This is an optimization exercise on Yosys and OpenROAD, whose aim is a short achievable clock period and few clock cycles, not a production implementation.
Function was checked by simulation only, so behaviour that the tests miss may differ from the original.
Power figures rest on the tool's default switching activity, not on a simulated workload.

==> flow/design.v <==
package gpu_pkg;
  localparam int LANES = 4;
  localparam int WORD_W = 16;
  localparam int MEM_ROWS = 64;
  localparam int NUM_REGS = 32;
  localparam int IMEM_DEPTH = 32;
  localparam int SLOTS = 4;
  localparam int NBANK = 8;
  localparam int LNBANK = 3;
endpackage
module pfx_add #(parameter int N = 16) (
  input  logic [N-1:0] a,
  input  logic [N-1:0] b,
  input  logic         cin,
  output logic [N-1:0] s,
  output logic         cout
);
  localparam int L = $clog2(N + 1);
  logic [(L+1)*(N+1)-1:0] g, p;
  assign g[N:0] = {a & b, cin};
  assign p[N:0] = {a ^ b, 1'b0};
  for (genvar k = 0; k < L; k++) begin : g_lv
    for (genvar i = 0; i <= N; i++) begin : g_bit
      if (((i >> k) & 1) == 1) begin : g_op
        assign g[(k+1)*(N+1)+i] = g[k*(N+1)+i] | (p[k*(N+1)+i] & g[k*(N+1)+((i>>k)<<k)-1]);
        assign p[(k+1)*(N+1)+i] = p[k*(N+1)+i] & p[k*(N+1)+((i>>k)<<k)-1];
      end else begin : g_pass
        assign g[(k+1)*(N+1)+i] = g[k*(N+1)+i];
        assign p[(k+1)*(N+1)+i] = p[k*(N+1)+i];
      end
    end
  end
  assign s = (a ^ b) ^ g[L*(N+1) +: N];
  assign cout = g[L*(N+1)+N];
endmodule
module gpu_top (
  input  logic        clk,
  input  logic        rst_n,
  input  logic        imem_we,
  input  logic [4:0]  imem_addr,
  input  logic [31:0] imem_wdata,
  input  logic        start,
  input  logic [5:0]  instr_count,
  output logic        busy,
  output logic        done,
  input  logic        host_we,
  input  logic        host_re,
  input  logic [5:0]  host_addr,
  input  logic [63:0] host_wdata,
  output logic        host_ready,
  output logic [63:0] host_rdata,
  output logic        host_rvalid
);
  localparam int W   = gpu_pkg::SLOTS;
  localparam int NB  = gpu_pkg::NBANK;
  localparam int LNB = gpu_pkg::LNBANK;
  localparam int RPB = 64 / NB;           
  localparam int NP  = 32 + W;            
  localparam int SIW = 34;                
  localparam int F_ADD = 0, F_SUB = 1, F_AND = 2, F_XOR = 3, F_ADDI = 4,
                 F_LD = 5, F_ST = 6, F_MAT = 7, F_D = 8, F_S0 = 13, F_S1 = 18,
                 F_IMM = 23;
  function automatic logic [SIW-1:0] dec(input logic [31:0] w);
    dec = '0;
    dec[F_ADD]  = w[31:26] == 6'd1;
    dec[F_SUB]  = w[31:26] == 6'd2;
    dec[F_AND]  = w[31:26] == 6'd3;
    dec[F_XOR]  = w[31:26] == 6'd4;
    dec[F_ADDI] = w[31:26] == 6'd5;
    dec[F_LD]   = w[31:26] == 6'd6;
    dec[F_ST]   = w[31:26] == 6'd7;
    dec[F_MAT]  = w[31:26] == 6'd8;
    dec[F_D +: 5]    = w[25:21];
    dec[F_S0 +: 5]   = w[20:16];
    dec[F_S1 +: 5]   = w[15:11];
    dec[F_IMM +: 11] = w[10:0];
  endfunction
  logic        running;       
  logic        eng_busy;      
  logic [5:0]  cnt_q;
  logic        primed;        
  logic        iw_q;          
  logic [4:0]  iw_addr;
  logic [1023:0] imem_q, imem_d;
  always_comb begin
    imem_d = imem_q;
    for (int p = 0; p < 32; p++)
      if (imem_we && imem_addr == p[4:0]) imem_d[p*32 +: 32] = imem_wdata;
  end
  always_ff @(posedge clk) imem_q <= imem_d;
  logic [NP*SIW-1:0] siq;
  always_comb begin
    siq = '0;
    for (int p = 0; p < 32; p++) siq[p*SIW +: SIW] = dec(imem_q[p*32 +: 32]);
  end
  logic [NP*SIW-1:0] sic;
  logic [NP-1:0] c_wr, c_rd0, c_rd1, c_zid, c_mat, c_ld, c_st, c_ex;
  always_comb begin
    sic = '0;
    c_wr = '0; c_rd0 = '0; c_rd1 = '0; c_zid = '0; c_mat = '0; c_ld = '0; c_st = '0; c_ex = '0;
    for (int p = 0; p < 32; p++) begin
      sic[p*SIW +: SIW] = dec(imem_d[p*32 +: 32]);
      c_ex[p]  = 1'b1;
      c_wr[p]  = |sic[p*SIW +: 6];
      c_rd0[p] = |sic[p*SIW +: 5] | sic[p*SIW + F_ST] | sic[p*SIW + F_MAT];
      c_rd1[p] = |sic[p*SIW +: 4] | sic[p*SIW + F_MAT];
      c_zid[p] = (sic[p*SIW + F_SUB] | sic[p*SIW + F_XOR]) &&
                 (sic[p*SIW + F_S0 +: 5] == sic[p*SIW + F_S1 +: 5]);
      c_mat[p] = sic[p*SIW + F_MAT];
      c_ld[p]  = sic[p*SIW + F_LD];
      c_st[p]  = sic[p*SIW + F_ST];
    end
  end
  logic [32*W-1:0] c_inb, c_z0, c_z1, c_ldf, c_lp, c_ok;
  logic [32*W*2-1:0] c_sp;
  logic [32*4-1:0] c_len;
  logic f_rn0, f_rz0, f_rn1, f_rz1, f_ldf, f_two, f_pok;
  logic [3:0] f_nld, f_nst, f_nsp;
  always_comb begin
    c_inb = '0; c_z0 = '0; c_z1 = '0; c_ldf = '0; c_lp = '0; c_len = '0; c_sp = '0; c_ok = '0;
    f_rn0 = 1'b0; f_rz0 = 1'b0; f_rn1 = 1'b0; f_rz1 = 1'b0; f_ldf = 1'b0; f_two = 1'b0; f_pok = 1'b0;
    f_nld = '0; f_nst = '0; f_nsp = '0;
    for (int p = 0; p < 32; p++) begin
      for (int j = 0; j < W; j++) begin
        f_rn0 = 1'b0; f_rz0 = 1'b0; f_rn1 = 1'b0; f_rz1 = 1'b0; f_ldf = 1'b0;
        f_nld = '0; f_nst = '0; f_nsp = '0;
        for (int i = 0; i < j; i++) begin
          if (c_wr[p+i] && sic[(p+i)*SIW + F_D +: 5] == sic[(p+j)*SIW + F_S0 +: 5]) begin
            if (c_zid[p+i]) f_rz0 = 1'b1; else f_rn0 = 1'b1;
          end
          if (c_wr[p+i] && sic[(p+i)*SIW + F_D +: 5] == sic[(p+j)*SIW + F_S1 +: 5]) begin
            if (c_zid[p+i]) f_rz1 = 1'b1; else f_rn1 = 1'b1;
          end
          if (c_st[p+i] && sic[(p+i)*SIW + F_IMM +: 6] == sic[(p+j)*SIW + F_IMM +: 6]) f_ldf = 1'b1;
          f_nld = f_nld + {3'd0, c_ld[p+i]};
          f_nst = f_nst + {3'd0, c_st[p+i]};
          f_nsp = f_nsp + {3'd0, c_rd1[p+i] && !c_zid[p+i] &&
                                 (sic[(p+i)*SIW + F_S0 +: 5] != sic[(p+i)*SIW + F_S1 +: 5])};
        end
        f_two = c_rd1[p+j] && !c_zid[p+j] && !f_rz1 &&
                (sic[(p+j)*SIW + F_S0 +: 5] != sic[(p+j)*SIW + F_S1 +: 5]);
        c_ok[p*W+j] = c_ex[p+j] && !(j > 0 && (c_mat[p] || c_mat[p+j])) &&
                      !(c_rd0[p+j] && f_rn0) && !(c_rd1[p+j] && f_rn1) &&
                      !(c_ld[p+j] && f_nld >= 4'd2) && !(c_st[p+j] && f_nst >= 4'd1) &&
                      !(f_two && f_nsp >= 4'd2);
        c_z0[p*W+j] = f_rz0;
        c_z1[p*W+j] = f_rz1;
        c_ldf[p*W+j] = f_ldf & c_ld[p+j];
        c_lp[p*W+j] = f_nld[0];
        c_sp[(p*W+j)*2 +: 2] = !f_two ? 2'b00 : (f_nsp == 4'd0) ? 2'b01 : 2'b10;
      end
      f_pok = 1'b1;
      for (int j = 0; j < W; j++) begin
        f_pok = f_pok & c_ok[p*W+j];
        c_inb[p*W+j] = f_pok;
        if (!c_inb[p*W+j]) c_sp[(p*W+j)*2 +: 2] = 2'b00;
        c_len[p*4 +: 4] = c_len[p*4 +: 4] + {3'd0, c_inb[p*W+j]};
      end
    end
  end
  logic [32*W-1:0] s_inb, s_z0, s_z1, s_ldf, s_lp;
  logic [32*W*2-1:0] s_sp;
  logic [32*4-1:0] s_len;
  always_ff @(posedge clk) begin
    s_inb <= c_inb; s_z0 <= c_z0; s_z1 <= c_z1; s_ldf <= c_ldf; s_lp <= c_lp; s_sp <= c_sp;
    s_len <= c_len;
  end
  logic go;        
  logic adv;       
  logic hold;      
  logic eg_fin;    
  logic e_ok;      
  logic [5:0] pcsel;
  assign go = !busy && start && (instr_count != 6'd0) && e_ok;
  assign adv = running || go;
  assign hold = eng_busy && !eg_fin;
  assign pcsel = adv ? pcP_q : {2'd0, s_len[3:0]};
  logic [31:0] pcP_oh, pcoh;
  always_comb
    for (int p = 0; p < 32; p++) pcoh[p] = adv ? pcP_oh[p] : (s_len[3:0] == p[3:0] && p <= W);
  logic [5:0]        pcP_q;               
  logic [5:0]        r_pc;
  logic [W*SIW-1:0]  r_si;
  logic [W-1:0]      r_inb, r_z0, r_z1, r_ldf, r_lp;
  logic [W*W-1:0]    r_fw0;               
  logic [W*2-1:0]    r_sp;                
  logic [9:0]        r_spr;               
  logic [2*W-1:0]    r_fws;               
  logic [W*32-1:0]   r_s0oh;              
  logic [2*32-1:0]   r_spoh;              
  logic [W-1:0]      r_fwc;               
  logic [5:0]        x_pc;
  logic [W*SIW-1:0]  x_si;
  logic [W-1:0]      x_inb, x_z0, x_z1, x_ldf, x_lp, x_wr;
  logic [W*W-1:0]    x_fw0;
  logic [W*2-1:0]    x_sp;
  logic [9:0]        x_spr;
  logic [2*W-1:0]    x_fws;
  logic [W*32-1:0]   x_s0oh;
  logic [2*32-1:0]   x_spoh;
  logic [W-1:0]      x_fwc;
  always_comb begin
    if (adv) begin
      x_pc = r_pc;
      x_si = r_si;
      x_inb = r_inb; x_z0 = r_z0; x_z1 = r_z1; x_ldf = r_ldf; x_lp = r_lp;
      x_fw0 = r_fw0; x_fwc = r_fwc;
      x_sp = r_sp; x_spr = r_spr; x_fws = r_fws;
      x_s0oh = r_s0oh; x_spoh = r_spoh;
    end else begin
      x_pc = 6'd0;
      x_si = siq[W*SIW-1:0];
      x_inb = s_inb[W-1:0]; x_z0 = s_z0[W-1:0]; x_z1 = s_z1[W-1:0];
      x_ldf = s_ldf[W-1:0]; x_lp = s_lp[W-1:0];
      x_fw0 = '0; x_fwc = '0;
      x_sp = s_sp[W*2-1:0]; x_fws = '0;
      x_spr = '0;
      for (int j = 0; j < W; j++) begin
        if (s_sp[j*2]) x_spr[4:0] = x_spr[4:0] | siq[j*SIW + F_S1 +: 5];
        if (s_sp[j*2+1]) x_spr[9:5] = x_spr[9:5] | siq[j*SIW + F_S1 +: 5];
      end
      for (int j = 0; j < W; j++)
        for (int r = 0; r < 32; r++) x_s0oh[j*32+r] = (siq[j*SIW + F_S0 +: 5] == r[4:0]);
      for (int k = 0; k < 2; k++)
        for (int r = 0; r < 32; r++) x_spoh[k*32+r] = (x_spr[k*5 +: 5] == r[4:0]);
    end
    for (int j = 0; j < W; j++) x_wr[j] = |x_si[j*SIW +: 6];
  end
  logic [W*SIW-1:0]  p_si;
  logic [W-1:0]      p_inb, p_z0, p_z1, p_ldf, p_lp;
  logic [3:0]        p_len;
  logic [W*W-1:0]    p_fw0;
  logic [W*2-1:0]    p_sp;
  logic [9:0]        p_spr;
  logic [2*W-1:0]    p_fws;
  logic [W-1:0]      hs0, hs1;
  logic [W-1:0]      p_fwc;
  logic [W-1:0]      h0, hc, x_ldm;
  logic              p_bub;
  always_comb for (int j = 0; j < W; j++) x_ldm[j] = x_si[j*SIW + F_LD];
  always_comb begin
    p_si = '0; p_inb = '0; p_z0 = '0; p_z1 = '0; p_ldf = '0; p_lp = '0; p_len = '0; p_sp = '0;
    for (int p = 0; p < 32; p++) begin
      for (int j = 0; j < W; j++)
        p_si[j*SIW +: SIW] = p_si[j*SIW +: SIW] | ({SIW{pcoh[p]}} & siq[(p+j)*SIW +: SIW]);
      p_inb = p_inb | ({W{pcoh[p]}} & s_inb[p*W +: W]);
      p_z0 = p_z0 | ({W{pcoh[p]}} & s_z0[p*W +: W]);
      p_z1 = p_z1 | ({W{pcoh[p]}} & s_z1[p*W +: W]);
      p_sp = p_sp | ({2*W{pcoh[p]}} & s_sp[p*W*2 +: 2*W]);
      p_ldf = p_ldf | ({W{pcoh[p]}} & s_ldf[p*W +: W]);
      p_lp = p_lp | ({W{pcoh[p]}} & s_lp[p*W +: W]);
      p_len = p_len | ({4{pcoh[p]}} & s_len[p*4 +: 4]);
    end
    p_fw0 = '0; p_fwc = '0;
    h0 = '0; hc = '0;
    p_spr = '0;
    for (int j = 0; j < W; j++) begin
      if (p_sp[j*2]) p_spr[4:0] = p_spr[4:0] | p_si[j*SIW + F_S1 +: 5];
      if (p_sp[j*2+1]) p_spr[9:5] = p_spr[9:5] | p_si[j*SIW + F_S1 +: 5];
    end
    for (int i = 0; i < W; i++) begin
      hs0[i] = x_inb[i] & x_wr[i] & (x_si[i*SIW + F_D +: 5] == p_spr[4:0]);
      hs1[i] = x_inb[i] & x_wr[i] & (x_si[i*SIW + F_D +: 5] == p_spr[9:5]);
    end
    for (int i = 0; i < W; i++) begin
      p_fws[i] = hs0[i] & ~(|(hs0 >> (i+1)));
      p_fws[W+i] = hs1[i] & ~(|(hs1 >> (i+1)));
    end
    for (int j = 0; j < W; j++) begin
      for (int i = 0; i < W; i++) begin
        h0[i] = x_inb[i] & x_wr[i] & (x_si[i*SIW + F_D +: 5] == p_si[j*SIW + F_S0 +: 5]);
        hc[i] = x_inb[i] & x_wr[i] & (x_si[i*SIW + F_D +: 5] == p_si[j*SIW + F_D +: 5]);
      end
      for (int i = 0; i < W; i++) begin
        p_fw0[j*W+i] = h0[i] & ~(|(h0 >> (i+1)));
        if (j == 0) p_fwc[i] = hc[i] & ~(|(hc >> (i+1)));
      end
    end
    p_bub = p_si[F_MAT] && (|((p_fw0[W-1:0] | p_fws[W-1:0] | p_fwc) & x_ldm));
  end
  always_ff @(posedge clk) begin
    if (!hold) begin
      pcP_q <= p_bub ? pcsel : p_pcn;
      pcP_oh <= p_bub ? pcoh : p_pcoh;
      r_pc <= pcsel;
      r_si <= p_si;
      r_inb <= p_bub ? '0 : p_inb;
      r_z0 <= p_z0; r_z1 <= p_z1; r_ldf <= p_ldf; r_lp <= p_lp;
      r_fw0 <= p_fw0; r_fwc <= p_fwc;
      r_sp <= p_sp; r_spr <= p_spr; r_fws <= p_fws;
      for (int j = 0; j < W; j++)
        for (int r = 0; r < 32; r++) r_s0oh[j*32+r] <= (p_si[j*SIW + F_S0 +: 5] == r[4:0]);
      for (int k = 0; k < 2; k++)
        for (int r = 0; r < 32; r++) r_spoh[k*32+r] <= (p_spr[k*5 +: 5] == r[4:0]);
    end
  end
  logic [5:0] p_pcn;
  pfx_add #(.N(6)) u_pcn (.a(pcsel), .b({2'd0, p_len}), .cin(1'b0), .s(p_pcn), .cout());
  logic [31:0] p_pcoh;
  always_comb begin
    p_pcoh = '0;
    for (int v = 1; v <= W; v++)
      if (p_len == 4'(v)) p_pcoh = pcoh << v;
  end
  logic [4*32*16-1:0] rf_q;
  logic [31:0] rf_v;            
  logic [W*64-1:0] e_res;
  logic [W*6-1:0]  e_res6;
  logic [5:0] cnt_eff;
  assign cnt_eff = busy ? cnt_q : instr_count;
  logic [W*64-1:0] r_v0, r_opa, r_opb;
  logic [5:0]      r_va, r_vb, r_vc;        
  logic [5:0]      r_fa, r_fb, r_fc;
  logic            r_vm0, r_pcge;
  pfx_add #(.N(6)) u_rpc (.a(x_pc), .b(~cnt_eff), .cin(1'b1), .s(), .cout(r_pcge));
  logic [2*RPB-1:0] r_lidx;                 
  logic [2*NB-1:0]  r_lbank;                
  logic [5:0]       r_strow;
  logic [W-1:0]    r_stsl;
  logic [W*32-1:0] s0sel;
  logic [2*32-1:0] spsel;
  logic [2*64-1:0] r_vs, r_fvs;
  logic [W*64-1:0] r_ta, r_tb;
  logic [W-1:0]    r_zid;
  always_comb begin
    for (int j = 0; j < W; j++) begin
      for (int r = 0; r < 32; r++) begin
        s0sel[j*32+r] = x_s0oh[j*32+r] && rf_v[r];
      end
    end
    for (int k = 0; k < 2; k++)
      for (int r = 0; r < 32; r++)
        spsel[k*32+r] = x_spoh[k*32+r] && rf_v[r];
    r_v0 = '0; r_vs = '0;
    for (int j = 0; j < W; j++) begin
      for (int l = 0; l < 4; l++) begin
        for (int r = 0; r < 32; r++) begin
          r_v0[j*64+l*16 +: 16] = r_v0[j*64+l*16 +: 16] | ({16{s0sel[j*32+r]}} & rf_q[(l*32+r)*16 +: 16]);
        end
      end
    end
    for (int k = 0; k < 2; k++)
      for (int l = 0; l < 4; l++)
        for (int r = 0; r < 32; r++)
          r_vs[k*64+l*16 +: 16] = r_vs[k*64+l*16 +: 16] | ({16{spsel[k*32+r]}} & rf_q[(l*32+r)*16 +: 16]);
    for (int k = 0; k < 2; k++) begin
      r_fvs[k*64 +: 64] = (|x_fws[k*W +: W]) ? 64'd0 : r_vs[k*64 +: 64];
      for (int i = 0; i < W; i++) r_fvs[k*64 +: 64] = r_fvs[k*64 +: 64] | ({64{x_fws[k*W+i]}} & e_res[i*64 +: 64]);
    end
    r_opa = '0; r_opb = '0;
    for (int j = 0; j < W; j++) begin
      r_ta[j*64 +: 64] = (|x_fw0[j*W +: W]) ? 64'd0 : r_v0[j*64 +: 64];
      for (int i = 0; i < W; i++)
        r_ta[j*64 +: 64] = r_ta[j*64 +: 64] | ({64{x_fw0[j*W+i]}} & e_res[i*64 +: 64]);
      r_tb[j*64 +: 64] = x_sp[j*2] ? r_fvs[63:0] : x_sp[j*2+1] ? r_fvs[127:64] : r_ta[j*64 +: 64];
      r_zid[j] = (x_si[j*SIW + F_SUB] | x_si[j*SIW + F_XOR]) && (x_si[j*SIW + F_S0 +: 5] == x_si[j*SIW + F_S1 +: 5]);
      if (x_z1[j] || r_zid[j]) r_tb[j*64 +: 64] = 64'd0;
      if (x_z0[j] || r_zid[j]) r_ta[j*64 +: 64] = 64'd0;
      r_opa[j*64 +: 64] = r_ta[j*64 +: 64];
      for (int l = 0; l < 4; l++) begin
        if (x_si[j*SIW + F_ADDI])
          r_opb[j*64+l*16 +: 16] = {5'd0, x_si[j*SIW + F_IMM +: 11]};
        else if (x_si[j*SIW + F_SUB])
          r_opb[j*64+l*16 +: 16] = ~r_tb[j*64+l*16 +: 16];
        else
          r_opb[j*64+l*16 +: 16] = r_tb[j*64+l*16 +: 16];
      end
    end
    r_fa = '0; r_fb = '0; r_fc = '0; r_vc = '0;
    for (int i = 0; i < W; i++) begin
      r_fa = r_fa | ({6{x_fw0[i]}} & e_res6[i*6 +: 6]);
      r_fb = r_fb | ({6{x_fws[i]}} & e_res6[i*6 +: 6]);
      r_fc = r_fc | ({6{x_fwc[i]}} & e_res6[i*6 +: 6]);
    end
    for (int r = 0; r < 32; r++)
      r_vc = r_vc | ({6{x_si[F_D +: 5] == r[4:0] && rf_v[r]}} & rf_q[r*16 +: 6]);
    r_va = (|x_fw0[W-1:0]) ? r_fa : r_v0[5:0];
    r_vb = !x_sp[0] ? r_va : (|x_fws[W-1:0]) ? r_fb : r_vs[5:0];
    if (|x_fwc) r_vc = r_fc;
    r_vm0 = x_inb[0] && !r_pcge;
    r_lidx = '0; r_lbank = '0; r_strow = '0; r_stsl = '0;
    for (int j = 0; j < W; j++) begin
      if (x_si[j*SIW + F_LD] && x_inb[j]) begin
        for (int i = 0; i < RPB; i++)
          if (x_si[j*SIW + F_IMM + LNB +: 6-LNB] == i[5-LNB:0]) r_lidx[(x_lp[j] ? RPB : 0) + i] = 1'b1;
        for (int t = 0; t < NB; t++)
          if (x_si[j*SIW + F_IMM +: LNB] == t[LNB-1:0]) r_lbank[(x_lp[j] ? NB : 0) + t] = 1'b1;
      end
      if (x_si[j*SIW + F_ST] && x_inb[j]) r_strow = r_strow | x_si[j*SIW + F_IMM +: 6];
      r_stsl[j] = x_si[j*SIW + F_ST] & x_inb[j];
    end
  end
  logic [W*64-1:0] e_opa, e_opb;
  logic [5:0]      e_pc, e_pcn;
  logic [W-1:0]    e_inb, e_cin, e_ldf, e_lp, e_stsl;
  logic [W-1:0]    e_add, e_and, e_xor, e_ld, e_wr;
  logic            e_mat;
  logic [W*5-1:0]  e_d;
  logic [2*NB-1:0]  e_lbank;
  logic [5:0]      e_strow;
  always_ff @(posedge clk) begin
    if (!hold) begin
      e_opa <= r_opa; e_opb <= r_opb;
      e_pc <= x_pc; e_pcn <= pcsel;
      e_inb <= x_inb;
      e_ldf <= x_ldf; e_lp <= x_lp;
      e_stsl <= r_stsl;
      for (int j = 0; j < W; j++) begin
        e_cin[j] <= x_si[j*SIW + F_SUB];
        e_add[j] <= x_si[j*SIW + F_ADD] | x_si[j*SIW + F_SUB] | x_si[j*SIW + F_ADDI];
        e_and[j] <= x_si[j*SIW + F_AND];
        e_xor[j] <= x_si[j*SIW + F_XOR];
        e_ld[j]  <= x_si[j*SIW + F_LD];
        e_wr[j]  <= x_wr[j];
      end
      e_mat <= x_si[F_MAT];
      for (int j = 0; j < W; j++) e_d[j*5 +: 5] <= x_si[j*SIW + F_D +: 5];
      e_lbank <= r_lbank; e_strow <= r_strow;
    end
  end
  logic [W-1:0] e_vm, e_st;
  logic         e_last, e_go;
  logic [5:0]   e_left;
  logic         e_nneg, e_pcnge;
  pfx_add #(.N(6)) u_eleft (.a(cnt_eff), .b(~e_pc), .cin(1'b1), .s(e_left), .cout(e_nneg));
  pfx_add #(.N(6)) u_elast (.a(e_pcn), .b(~cnt_eff), .cin(1'b1), .s(), .cout(e_pcnge));
  always_comb begin
    for (int j = 0; j < W; j++)
      e_vm[j] = e_inb[j] && e_nneg && (e_left > 6'(j));
    e_last = e_pcnge;
    e_go = running || go;
    e_st = e_stsl & e_vm;
  end
  logic [4095:0] mem_q;
  logic [63:0] e_std, e_lp0, e_lp1;
  logic [W*64-1:0] e_ldv, e_sum;
  logic [W*6-1:0]  e_sum6;
  for (genvar j = 0; j < W; j++) begin : g_alu
    for (genvar l = 0; l < 4; l++) begin : g_lane
      pfx_add #(.N(16)) u_add (.a(e_opa[j*64+l*16 +: 16]), .b(e_opb[j*64+l*16 +: 16]), .cin(e_cin[j]),
                               .s(e_sum[j*64+l*16 +: 16]), .cout());
    end
    pfx_add #(.N(6)) u_add6 (.a(e_opa[j*64 +: 6]), .b(e_opb[j*64 +: 6]), .cin(e_cin[j]),
                             .s(e_sum6[j*6 +: 6]), .cout());
  end
  always_comb begin
    e_std = '0;
    for (int j = 0; j < W; j++) e_std = e_std | ({64{e_stsl[j]}} & e_opa[j*64 +: 64]);
    e_lp0 = '0; e_lp1 = '0;
    for (int t = 0; t < NB; t++) begin
      e_lp0 = e_lp0 | ({64{host_re ? (host_addr[LNB-1:0] == t[LNB-1:0]) : e_lbank[t]}} & eg_rda[t*64 +: 64]);
      e_lp1 = e_lp1 | ({64{e_lbank[NB+t]}} & eg_rdb[t*64 +: 64]);
    end
    for (int j = 0; j < W; j++) begin
      e_ldv[j*64 +: 64] = e_ldf[j] ? e_std : (e_lp[j] ? e_lp1 : e_lp0);
      e_res[j*64 +: 64] = ({64{e_add[j]}} & e_sum[j*64 +: 64]) |
                          ({64{e_and[j]}} & (e_opa[j*64 +: 64] & e_opb[j*64 +: 64])) |
                          ({64{e_xor[j]}} & (e_opa[j*64 +: 64] ^ e_opb[j*64 +: 64])) |
                          ({64{e_ld[j]}} & e_ldv[j*64 +: 64]);
      e_res6[j*6 +: 6] = ({6{e_add[j]}} & e_sum6[j*6 +: 6]) |
                         ({6{e_and[j]}} & (e_opa[j*64 +: 6] & e_opb[j*64 +: 6])) |
                         ({6{e_xor[j]}} & (e_opa[j*64 +: 6] ^ e_opb[j*64 +: 6]));
    end
  end
  logic [W*32-1:0] wsel;
  logic [31:0] wen;
  always_comb begin
    wen = '0;
    for (int r = 0; r < 32; r++) begin
      for (int j = W-1; j >= 0; j--) begin
        wsel[j*32+r] = e_go && e_wr[j] && e_vm[j] && (e_d[j*5 +: 5] == r[4:0]) && !wen[r];
        wen[r] = wen[r] | wsel[j*32+r];
      end
    end
  end
  logic [4*32*16-1:0] rf_d;
  always_comb begin
    rf_d = '0;
    for (int r = 0; r < 32; r++)
      for (int l = 0; l < 4; l++)
        for (int j = 0; j < W; j++)
          rf_d[(l*32+r)*16 +: 16] = rf_d[(l*32+r)*16 +: 16] | ({16{wsel[j*32+r]}} & e_res[j*64+l*16 +: 16]);
  end
  always_ff @(posedge clk) begin
    for (int r = 0; r < 32; r++)
      for (int l = 0; l < 4; l++)
        if (wen[r]) rf_q[(l*32+r)*16 +: 16] <= rf_d[(l*32+r)*16 +: 16];
  end
  always_ff @(posedge clk or negedge rst_n) begin
    if (!rst_n) rf_v <= '0;
    else rf_v <= rf_v | wen;
  end
  logic [5:0]        eg_a, eg_b, eg_c;
  logic [6:0]        eg_rem;                       
  logic [NB-1:0]     eg_rbth;                      
  logic              eg_d1a, eg_d1b;               
  logic [NB-1:0]     eg_coh, eg_aoh, eg_boh;       
  logic [NB-1:0]     eg_wact, eg_wlast;
  logic [NB*RPB-1:0] eg_widx, eg_ria, eg_rib;
  logic [NB*NB-1:0]  eg_rotau, eg_rotbu;           
  logic [NB*NB-1:0]  eg_rota, eg_rotb;             
  logic [NB-1:0]     eg_laa, eg_lab;
  logic [63:0]       eg_la;
  logic [5:0]        su_dac, su_dbc;               
  logic [NB-1:0]     su_coh, su_aoh, su_boh, su_tha, su_thb, su_wact, su_wlast, su_cgt, su_agt, su_bgt;
  logic [NB*RPB-1:0] su_widx, su_ria, su_rib;
  logic [NB*NB-1:0]  su_rota, su_rotb;
  logic [6:0]        su_n;
  pfx_add #(.N(6)) u_dac (.a(r_vc), .b(~r_va), .cin(1'b1), .s(su_dac), .cout());
  pfx_add #(.N(6)) u_dbc (.a(r_vc), .b(~r_vb), .cin(1'b1), .s(su_dbc), .cout());
  always_comb begin
    su_n = x_si[F_IMM +: 7];
    for (int u = 0; u < NB; u++) begin
      su_coh[u] = (r_vc[LNB-1:0] == u[LNB-1:0]);
      su_aoh[u] = (r_va[LNB-1:0] == u[LNB-1:0]);
      su_boh[u] = (r_vb[LNB-1:0] == u[LNB-1:0]);
    end
    for (int k = 0; k < NB; k++) begin
      su_tha[k] = (su_dac == 6'd1) ? (k < NB-1) :
                  ((su_dac[5:LNB] != '0) || (su_dac[LNB-1:1] == '0) || (su_dac[LNB-1:0] > k[LNB-1:0]));
      su_thb[k] = (su_dbc == 6'd1) ? (k < NB-1) :
                  ((su_dbc[5:LNB] != '0) || (su_dbc[LNB-1:1] == '0) || (su_dbc[LNB-1:0] > k[LNB-1:0]));
    end
    for (int b = 0; b < NB; b++) begin
      su_cgt[b] = 1'b0; su_agt[b] = 1'b0; su_bgt[b] = 1'b0;
      for (int u = b + 1; u < NB; u++) begin
        su_cgt[b] = su_cgt[b] | su_coh[u];
        su_agt[b] = su_agt[b] | su_aoh[u];
        su_bgt[b] = su_bgt[b] | su_boh[u];
      end
    end
    for (int b = 0; b < NB; b++) begin
      su_wact[b] = 1'b0;
      for (int u = 0; u < NB; u++)
        su_wact[b] = su_wact[b] | (su_coh[u] && su_tha[(b - u + NB) % NB] && su_thb[(b - u + NB) % NB] &&
                                   ((su_n[6:LNB] != '0) || (su_n[LNB-1:0] > LNB'((b - u + NB) % NB))));
      for (int i = 0; i < RPB; i++) begin
        su_widx[b*RPB+i] = su_cgt[b] ? (r_vc[5:LNB] == (6-LNB)'((i + RPB - 1) % RPB)) : (r_vc[5:LNB] == (6-LNB)'(i));
        su_ria[b*RPB+i]  = su_agt[b] ? (r_va[5:LNB] == (6-LNB)'((i + RPB - 1) % RPB)) : (r_va[5:LNB] == (6-LNB)'(i));
        su_rib[b*RPB+i]  = su_bgt[b] ? (r_vb[5:LNB] == (6-LNB)'((i + RPB - 1) % RPB)) : (r_vb[5:LNB] == (6-LNB)'(i));
      end
      for (int t = 0; t < NB; t++) begin
        su_rota[b*NB+t] = 1'b0; su_rotb[b*NB+t] = 1'b0;
        for (int u = 0; u < NB; u++) begin
          su_rota[b*NB+t] = su_rota[b*NB+t] | (su_coh[u] & su_aoh[(u + t - b + NB) % NB]);
          su_rotb[b*NB+t] = su_rotb[b*NB+t] | (su_coh[u] & su_boh[(u + t - b + NB) % NB]);
        end
      end
    end
    for (int b = 0; b < NB; b++)
      su_wlast[b] = su_wact[b] && (!su_wact[(b+1) % NB] || su_coh[(b+1) % NB]);
  end
  logic [NB-1:0]     st_remth, st_mcth, st_coh, st_aoh, st_boh, st_nremth, st_wact, st_wlast, st_laa, st_lab;
  logic [NB-1:0]     st_cgt, st_agt, st_bgt;
  logic [NB:0]       st_mcoh;
  logic [4:0]        eg_mc;                        
  logic [5:0]        st_a, st_b, st_c;
  logic [6:0]        st_rem;
  logic [NB*RPB-1:0] st_widx, st_ria, st_rib;
  always_comb begin
    for (int k = 0; k < NB; k++) st_remth[k] = (eg_rem[6:LNB] != '0) || (eg_rem[LNB-1:0] > k[LNB-1:0]);
    st_mcth = st_remth & eg_rbth;
    st_mcoh[0] = 1'b0;
    for (int v = 1; v <= NB; v++) st_mcoh[v] = st_mcth[v-1] && (v == NB || !st_mcth[v % NB]);
    eg_mc = '0;
    for (int v = 1; v <= NB; v++) eg_mc = eg_mc | ({5{st_mcoh[v]}} & 5'(v));
  end
  logic eg_remle;    
  assign eg_remle = ((eg_rem[6:LNB] == '0) || (eg_rem == 7'(NB))) && !(|(st_remth & ~eg_rbth));
  assign eg_fin = eng_busy && eg_remle;
  pfx_add #(.N(6)) u_sta (.a(eg_a), .b({1'b0, eg_mc}), .cin(1'b0), .s(st_a), .cout());
  pfx_add #(.N(6)) u_stb (.a(eg_b), .b({1'b0, eg_mc}), .cin(1'b0), .s(st_b), .cout());
  pfx_add #(.N(6)) u_stc (.a(eg_c), .b({1'b0, eg_mc}), .cin(1'b0), .s(st_c), .cout());
  pfx_add #(.N(7)) u_str (.a(eg_rem), .b({2'b11, ~eg_mc}), .cin(1'b1), .s(st_rem), .cout());
  always_comb begin
    for (int u = 0; u < NB; u++) begin
      st_coh[u] = 1'b0; st_aoh[u] = 1'b0; st_boh[u] = 1'b0;
      for (int v = 1; v <= NB; v++) begin
        st_coh[u] = st_coh[u] | (st_mcoh[v] & eg_coh[(u - v + 2*NB) % NB]);
        st_aoh[u] = st_aoh[u] | (st_mcoh[v] & eg_aoh[(u - v + 2*NB) % NB]);
        st_boh[u] = st_boh[u] | (st_mcoh[v] & eg_boh[(u - v + 2*NB) % NB]);
      end
    end
    for (int k = 0; k < NB; k++) st_nremth[k] = (st_rem[6:LNB] != '0) || (st_rem[LNB-1:0] > k[LNB-1:0]);
    for (int b = 0; b < NB; b++) begin
      st_cgt[b] = 1'b0; st_agt[b] = 1'b0; st_bgt[b] = 1'b0;
      for (int u = b + 1; u < NB; u++) begin
        st_cgt[b] = st_cgt[b] | st_coh[u];
        st_agt[b] = st_agt[b] | st_aoh[u];
        st_bgt[b] = st_bgt[b] | st_boh[u];
      end
    end
    for (int b = 0; b < NB; b++) begin
      st_wact[b] = 1'b0;
      for (int u = 0; u < NB; u++)
        st_wact[b] = st_wact[b] | (st_coh[u] && eg_rbth[(b - u + NB) % NB] && st_nremth[(b - u + NB) % NB]);
      st_laa[b] = eg_d1a && st_coh[b];
      st_lab[b] = eg_d1b && st_coh[b];
      for (int i = 0; i < RPB; i++) begin
        st_widx[b*RPB+i] = st_cgt[b] ? (st_c[5:LNB] == (6-LNB)'((i + RPB - 1) % RPB)) : (st_c[5:LNB] == (6-LNB)'(i));
        st_ria[b*RPB+i]  = st_agt[b] ? (st_a[5:LNB] == (6-LNB)'((i + RPB - 1) % RPB)) : (st_a[5:LNB] == (6-LNB)'(i));
        st_rib[b*RPB+i]  = st_bgt[b] ? (st_b[5:LNB] == (6-LNB)'((i + RPB - 1) % RPB)) : (st_b[5:LNB] == (6-LNB)'(i));
      end
    end
    for (int b = 0; b < NB; b++)
      st_wlast[b] = st_wact[b] && (!st_wact[(b+1) % NB] || st_coh[(b+1) % NB]);
  end
  always_ff @(posedge clk) begin
    if (hold) begin
      eg_a <= st_a; eg_b <= st_b; eg_c <= st_c; eg_rem <= st_rem;
      eg_coh <= st_coh; eg_aoh <= st_aoh; eg_boh <= st_boh;
      eg_wact <= st_wact; eg_wlast <= st_wlast; eg_laa <= st_laa; eg_lab <= st_lab;
      eg_widx <= st_widx; eg_ria <= st_ria; eg_rib <= st_rib;
      for (int b = 0; b < NB; b++) begin
        eg_rota[b*NB +: NB] <= st_laa[b] ? '0 : eg_rotau[b*NB +: NB];
        eg_rotb[b*NB +: NB] <= st_lab[b] ? '0 : eg_rotbu[b*NB +: NB];
      end
    end else begin
      eg_a <= r_va; eg_b <= r_vb; eg_c <= r_vc; eg_rem <= su_n;
      eg_rbth <= su_tha & su_thb;
      eg_d1a <= (su_dac == 6'd1); eg_d1b <= (su_dbc == 6'd1);
      eg_coh <= su_coh; eg_aoh <= su_aoh; eg_boh <= su_boh;
      eg_wact <= su_wact; eg_wlast <= su_wlast; eg_laa <= '0; eg_lab <= '0;
      eg_widx <= su_widx;
      for (int t = 0; t < NB; t++) begin
        eg_ria[t*RPB +: RPB] <= x_si[F_MAT] ? su_ria[t*RPB +: RPB] : r_lidx[RPB-1:0];
        eg_rib[t*RPB +: RPB] <= x_si[F_MAT] ? su_rib[t*RPB +: RPB] : r_lidx[2*RPB-1:RPB];
      end
      eg_rotau <= su_rota; eg_rotbu <= su_rotb; eg_rota <= su_rota; eg_rotb <= su_rotb;
    end
    if (eng_busy) eg_la <= eg_lad;
  end
  logic [NB*64-1:0] eg_rda, eg_rdb, eg_sum, eg_va, eg_vb;
  logic [NB*RPB-1:0] pa_sel, pb_sel;
  logic [63:0]      eg_lad;
  always_comb begin
    eg_rda = '0; eg_rdb = '0;
    for (int s = 0; s < NB; s++) begin
      for (int i = 0; i < RPB; i++) begin
        pa_sel[s*RPB+i] = host_re ? (host_addr[5:LNB] == i[5-LNB:0]) : eg_ria[s*RPB+i];
        pb_sel[s*RPB+i] = eg_rib[s*RPB+i];
        eg_rda[s*64 +: 64] = eg_rda[s*64 +: 64] | ({64{pa_sel[s*RPB+i]}} & mem_q[(s+NB*i)*64 +: 64]);
        eg_rdb[s*64 +: 64] = eg_rdb[s*64 +: 64] | ({64{pb_sel[s*RPB+i]}} & mem_q[(s+NB*i)*64 +: 64]);
      end
    end
    eg_lad = '0;
    for (int s = 0; s < NB; s++)
      eg_lad = eg_lad | ({64{eg_wlast[s]}} & (eg_d1a ? eg_rda[s*64 +: 64] : eg_rdb[s*64 +: 64]));
    for (int b = 0; b < NB; b++) begin
      eg_va[b*64 +: 64] = {64{eg_laa[b]}} & eg_la;
      eg_vb[b*64 +: 64] = {64{eg_lab[b]}} & eg_la;
      for (int t = 0; t < NB; t++) begin
        eg_va[b*64 +: 64] = eg_va[b*64 +: 64] | ({64{eg_rota[b*NB+t]}} & eg_rda[t*64 +: 64]);
        eg_vb[b*64 +: 64] = eg_vb[b*64 +: 64] | ({64{eg_rotb[b*NB+t]}} & eg_rdb[t*64 +: 64]);
      end
    end
  end
  for (genvar b = 0; b < NB; b++) begin : g_eng
    for (genvar l = 0; l < 4; l++) begin : g_lane
      pfx_add #(.N(16)) u_add (.a(eg_va[b*64+l*16 +: 16]), .b(eg_vb[b*64+l*16 +: 16]), .cin(1'b0),
                               .s(eg_sum[b*64+l*16 +: 16]), .cout());
    end
  end
  logic        hw_q;
  logic [5:0]  hw_addr;
  logic [63:0] hw_data;
  always_ff @(posedge clk) begin
    hw_q <= host_we && !busy;
    hw_addr <= host_addr;
    hw_data <= host_wdata;
  end
  always_ff @(posedge clk) begin
    for (int x = 0; x < 64; x++) begin
      if (eng_busy && eg_wact[x % NB] && eg_widx[(x % NB)*RPB + x / NB])
        mem_q[x*64 +: 64] <= eg_sum[(x % NB)*64 +: 64];
      else if ((e_go && (|e_st) && e_strow == x[5:0]) || (hw_q && hw_addr == x[5:0]))
        mem_q[x*64 +: 64] <= hw_q ? hw_data : e_std;
    end
  end
  logic [63:0] hr_q, hr_d;
  logic        hr_hit;
  assign hr_hit = hw_q && (hw_addr == host_addr);
  always_comb begin
    hr_d = hr_hit ? hw_data : e_lp0;
  end
  always_ff @(posedge clk) hr_q <= hr_d;
  assign host_rdata = hr_q;
  assign e_ok = primed && !(iw_q && {1'b0, iw_addr} <= pcP_q) && !hw_q && !e_mat;
  logic ready_q;
  logic enter;       
  assign host_ready = ready_q;
  assign enter = (running && !hold) || (!busy && start && instr_count != 6'd0);
  always_ff @(posedge clk) begin
    iw_q <= imem_we;
    iw_addr <= imem_addr;
  end
  always_ff @(posedge clk or negedge rst_n) begin
    if (!rst_n) begin
      running <= 1'b0;
      eng_busy <= 1'b0;
      busy <= 1'b0;
      done <= 1'b0;
      ready_q <= 1'b1;
      host_rvalid <= 1'b0;
      primed <= 1'b0;
      cnt_q <= '0;
    end else begin
      done <= 1'b0;
      host_rvalid <= host_re && !busy;
      primed <= !adv && !busy;
      if (!busy && start) begin
        cnt_q <= instr_count;
        if (instr_count == 6'd0) begin
          done <= 1'b1;
        end else if (!go) begin
          busy <= 1'b1;
          ready_q <= 1'b0;
          running <= 1'b1;
        end else if (!e_last) begin
          busy <= 1'b1;
          ready_q <= 1'b0;
          running <= 1'b1;
        end else begin
          done <= 1'b1;
        end
      end
      if (hold) eng_busy <= 1'b1;
      else eng_busy <= enter && x_si[F_MAT] && r_vm0 && (x_si[F_IMM +: 7] != 7'd0);
      if (running && e_last && !hold) begin
        running <= 1'b0;
        busy <= 1'b0;
        ready_q <= 1'b1;
        done <= 1'b1;
        eng_busy <= 1'b0;
      end
    end
  end
endmodule
==> flow/run.sh <==
#!/bin/bash
# synth_recipe.tcl (not shown) runs the flow's synth.tcl, then flattens the netlist and writes it again
# the make line also repeats each setting of config.mk as NAME=value (left out here)
make -C /OpenROAD-flow-scripts/flow DESIGN_CONFIG=/design/flow/config.mk WORK_HOME=/design/flow/orfs CLKGATE_MAP_FILE= SYNTH_SCRIPT=/design/flow/synth_recipe.tcl finish
==> flow/config.mk <==
export PLATFORM = sky130hd
export DESIGN_NAME = gpu_top
export DESIGN_NICKNAME = gpu_top
export VERILOG_FILES = /design/flow/design.v
export SDC_FILE = /design/flow/constraint.sdc
export NUM_CORES = 8
export LEC_CHECK = 0
export CAP_MARGIN = 20
export CORE_MARGIN = 2
export CORE_UTILIZATION = 32
export PLACE_DENSITY = 0.45
export SETUP_SLACK_MARGIN = 5
export SLEW_MARGIN = 20
export SYNTH_HIERARCHICAL = 1
export SYNTH_MINIMUM_KEEP_SIZE = 0
export TNS_END_PERCENT = 10
==> flow/constraint.sdc <==
create_clock -name core_clock -period 10.0 [get_ports {clk}]
set_input_delay 2.0000 -clock core_clock [delete_from_list [all_inputs] [get_ports {clk}]]
set_output_delay 2.0000 -clock core_clock [all_outputs]
set_load 0.01 [all_outputs]
==> run summary <==
-- worst max-delay path by stage --
stage | startpoint | endpoint | slack, ns | cells past startpoint
after floorplan | instr_count[0] | eg_wlast[5]$_DFF_P_ | 1.83 | 31
after global placement | instr_count[0] | eg_wlast[5]$_DFF_P_ | -1.03 | 33
after detailed placement | instr_count[0] | e_opb[77]$_SDFFCE_PP0N_ | -0.80 | 23
after CTS | instr_count[3] | eg_wlast[5]$_DFF_P_ | 2.43 | 34
-- power groups by stage --
stage	Clock, mW	Sequential (mW)	Combinational [mW]
floorplan	0	62.0	135
global placement	0	72.4	356
detailed placement	0	72.4	355
CTS	48.3	71.7	375
-- layer usage --
| layer | overflow | global-route usage |
|---|---|---|
| met1 | 21 | 0.832 |
| met2 | 567 | 0.901 |
| met3 | 42 | 0.722 |
| met4 | 425 | 0.760 |
| met5 | 7 | 0.540 |
-- per-stage QoR --
stage,util,TNS [ns],cells,instance area (um^2),hold slack [ns]
2_1_floorplan,-,0,79700,708000,0.435
3_5_place_dp,0.374,-22.20,110000,825000,0.456
4_1_cts,0.412,0,115000,911000,0.210
3_3_place_gp,0.373,-79.04,110000,824000,0.457
-- repair_timing --
action,in CTS
endpoints found under the setup margin,14500
buffers inserted,1976
pin swaps,1236
gates cloned,161
gates resized for setup,4653
==> impl_metrics.toml <==
[floorplan]
chipWidth_um = 1490
floorplan.initialDensity = 0.321
die_h_um = 1490
std_cell_rows = 546
design.portCount = 187

[run_status]
outcome = "stopped before the end"
stop_stage = "global routing"
first-error = "[ERROR GRT-0116] Global routing finished with congestion. Check the congestion regions in the DRC Viewer."

[grt]
grt_usage = 0.810
grt_overflow_total = 1062
vias_in_the_first_global_route = 945000
grt_start_max_net_pins = 153
grt_first_pass_wirelength_um = 11800000

[logic_synthesis]
netlist_instances = 79700
yosys_warnings = 7
syn_area_um2 = 708000
syn_avg_cell_area_um2 = 8.88

[clocking]
cts-htree-levels = 7
clock-sinks = 9620
cts_hold_buffers = 0
maximum_number_of_buffers_from_clock_root_to_sink = 6
numCtsBuffers = 1257
clockRootBuffer = "sky130_fd_sc_hd__clkbuf_16"

[place]
post-place-ws_ns = -0.800
detailedPlacementHpwl_um = 6510000
gp_routability_congestion = 1.31
port_buffers = 186
Testbench counts, summed over its fixed seeds: cycles 5,057.
